Source: an optimization exercise on an open RTL-to-GDS flow (aim: small area). Production flows keep margins and buffers that such runs may drop.
Function was checked by simulation only, so behaviour that the tests miss may differ from the original.

==> try-nickel <==
Design csr_index_generator, start of the top module:
module csr_index_generator
(
    input  logic     ap_clk,
    input  logic     areset_generator,
    input  logic     config_valid,
    input  csr_index_pkg::index_t   config_index_start,
    input  csr_index_pkg::index_t   config_index_end,
    input  csr_index_pkg::index_t   config_stride,
    input  csr_index_pkg::address_t config_base_address,
    input  csr_index_pkg::shift_t   config_shift_amount,
    input  logic     config_shift_left,
    input  logic     request_ready,
    output logic     idle,
    output logic     done,
    output logic     request_valid,
    output csr_index_pkg::index_t   request_index,
    output csr_index_pkg::address_t request_address
);
export LEC_CHECK = 0
export CAP_MARGIN = 5
export CORE_MARGIN = 2
export CORE_UTILIZATION = 70
export CTS_BUF_LIST = sky130_fd_sc_hd__clkbuf_8
export CTS_CLUSTER_DIAMETER = 60
export CTS_CLUSTER_SIZE = 16
export SLEW_MARGIN = 5
create_clock -name core_clock -period 10.0 [get_ports {ap_clk}]
standard.sh (not shown) runs the stock make flow with config.mk's settings and CLKGATE_MAP_FILE= SYNTH_SCRIPT=/design/flow/synth_recipe.tcl, a recipe that flattens the netlist after the stock synthesis.
==> flow/flow/run.sh <==
#!/bin/bash
# Standard ORFS layout, with three changes:
#  - the combinational logic of the standard synthesis is re-mapped by ABC
#    for area (registers, full/half adders and tie cells are kept as they are)
#  - a minimum-size buffer on every port
#  - a clock tree of clkbuf_8 built without dummy balancing loads
# Each tool's output goes to its own log file in the work folder.
set -euo pipefail
cd "$(dirname "$0")/.."
export BUFFER_PORTS_ARGS="-buffer_cell sky130_fd_sc_hd__buf_1"
export CTS_ARGS="-sink_clustering_enable -repair_clock_nets -dont_use_dummy_load -buf_list sky130_fd_sc_hd__clkbuf_8 -sink_clustering_size 16 -sink_clustering_max_diameter 60"

bash standard.sh synth > standard_synth.log 2>&1

R=orfs/results/${FLOW_PLATFORM}/csr_index_generator/base
LIB=${FLOW_HOME}/platforms/${FLOW_PLATFORM}/lib/sky130_fd_sc_hd__tt_025C_1v80.lib
cp $R/1_2_yosys.v 1_2_yosys_standard.v

DONT_USE=$(grep -oE 'cell *\( *"?sky130_fd_sc_hd__(lpflow_[a-z0-9_]+|probec?_p_8)' $LIB | sed -E 's/.*(sky130_fd_sc_hd__[a-z0-9_]+)/-dont_use \1/' | sort -u | tr '\n' ' ')
cat > resyn.ys <<EOY
read_liberty -ignore_miss_func $LIB
read_verilog 1_2_yosys_standard.v
hierarchy -top $FLOW_TOP
setattr -mod -set blackbox 1 sky130_fd_sc_hd__*df* sky130_fd_sc_hd__*dl* sky130_fd_sc_hd__fa_* sky130_fd_sc_hd__ha_* sky130_fd_sc_hd__conb_*
flatten
hierarchy -top $FLOW_TOP
opt_clean
abc -liberty $LIB $DONT_USE -script flow/area.abc -D 10000
opt_clean -purge
hierarchy -top $FLOW_TOP
stat -liberty $LIB
write_verilog -noattr -nohex -nodec resyn.v
EOY
yosys -s resyn.ys > resyn.log 2>&1
cp resyn.v $R/1_2_yosys.v
rm -f $R/1_synth.odb $R/1_synth.sdc

bash standard.sh finish > standard.log 2>&1
==> flow/flow/area.abc <==
&get -n
&st
&dch
&nf -R 1000
&st
&dch
&nf -R 1000
&put
==> try-violet: changes against try-nickel <==
--- a/flow/flow/run.sh
+++ b/flow/flow/run.sh
@@ -3,3 +3,3 @@
 #  - the combinational logic of the standard synthesis is re-mapped by ABC
-#    for area (registers, full/half adders and tie cells are kept as they are)
+#    for area (registers, full adders and tie cells are kept as they are)
 #  - a minimum-size buffer on every port
@@ -23,3 +23,3 @@
 hierarchy -top $FLOW_TOP
-setattr -mod -set blackbox 1 sky130_fd_sc_hd__*df* sky130_fd_sc_hd__*dl* sky130_fd_sc_hd__fa_* sky130_fd_sc_hd__ha_* sky130_fd_sc_hd__conb_*
+setattr -mod -set blackbox 1 sky130_fd_sc_hd__*df* sky130_fd_sc_hd__*dl* sky130_fd_sc_hd__fa_* sky130_fd_sc_hd__conb_*
 flatten
==> flow/flow/area.abc (replaced) <==
&get -n
&st
&syn2
&dch
&nf
&st
&dch
&nf
&put
==> try-amber: changes against try-nickel <==
==> flow/flow/area.abc (replaced) <==
&get -n
&st
&syn2
&dch
&nf
&st
&dch
&nf
&put
buffer -c
topo
stime -c
upsize -c
dnsize -c
==> notes <==
- try-amber went through all stages and came out clean. try-nickel completed without violations. try-violet finished clean.
- Of try-amber and try-violet, try-amber has the higher die area (gap 0.70%, measured against try-violet).
- In try-violet the wire length is lower than in try-amber, by 3.2%.
- Critical path depth, highest first: try-nickel, try-violet, try-amber.
- The highest synthesized area belongs to try-amber, the lowest to try-violet.
- Synthesized cell count: try-violet < try-nickel < try-amber.

==> static timing again, ports no longer ideal <==
No port has a modelled driver above. Below, the same layouts with a new extraction and two added sets of constraints.
Step 1, drivers: a clkbuf_16 drives ap_clk and a buf_2 each remaining input, both assumed.
Step 2 adds t to the input delays and takes it off the output delays; t is the mean of the earliest and latest rising clock arrival at the registers after step 1. Input paths then give back, and output paths get back, about the clock's delay inside the block.
Three values: ideal, step 1, step 2; two values: the first two.
run | t (ns) | slack for setup (ns) | worst register clock-pin slew, ns | worst slew at a driven data input, ns
try-nickel | 0.701 | 0.471 / 0.471 / 0.471 | 0.10 / 0.10 | 0.08
try-violet | 0.697 | 0.553 / 0.553 / 0.553 | 0.10 / 0.10 | 0.05
try-amber | 0.705 | 0.595 / 0.595 / 0.595 | 0.10 / 0.10 | 0.11
After both steps setup and hold are still met in every run listed.
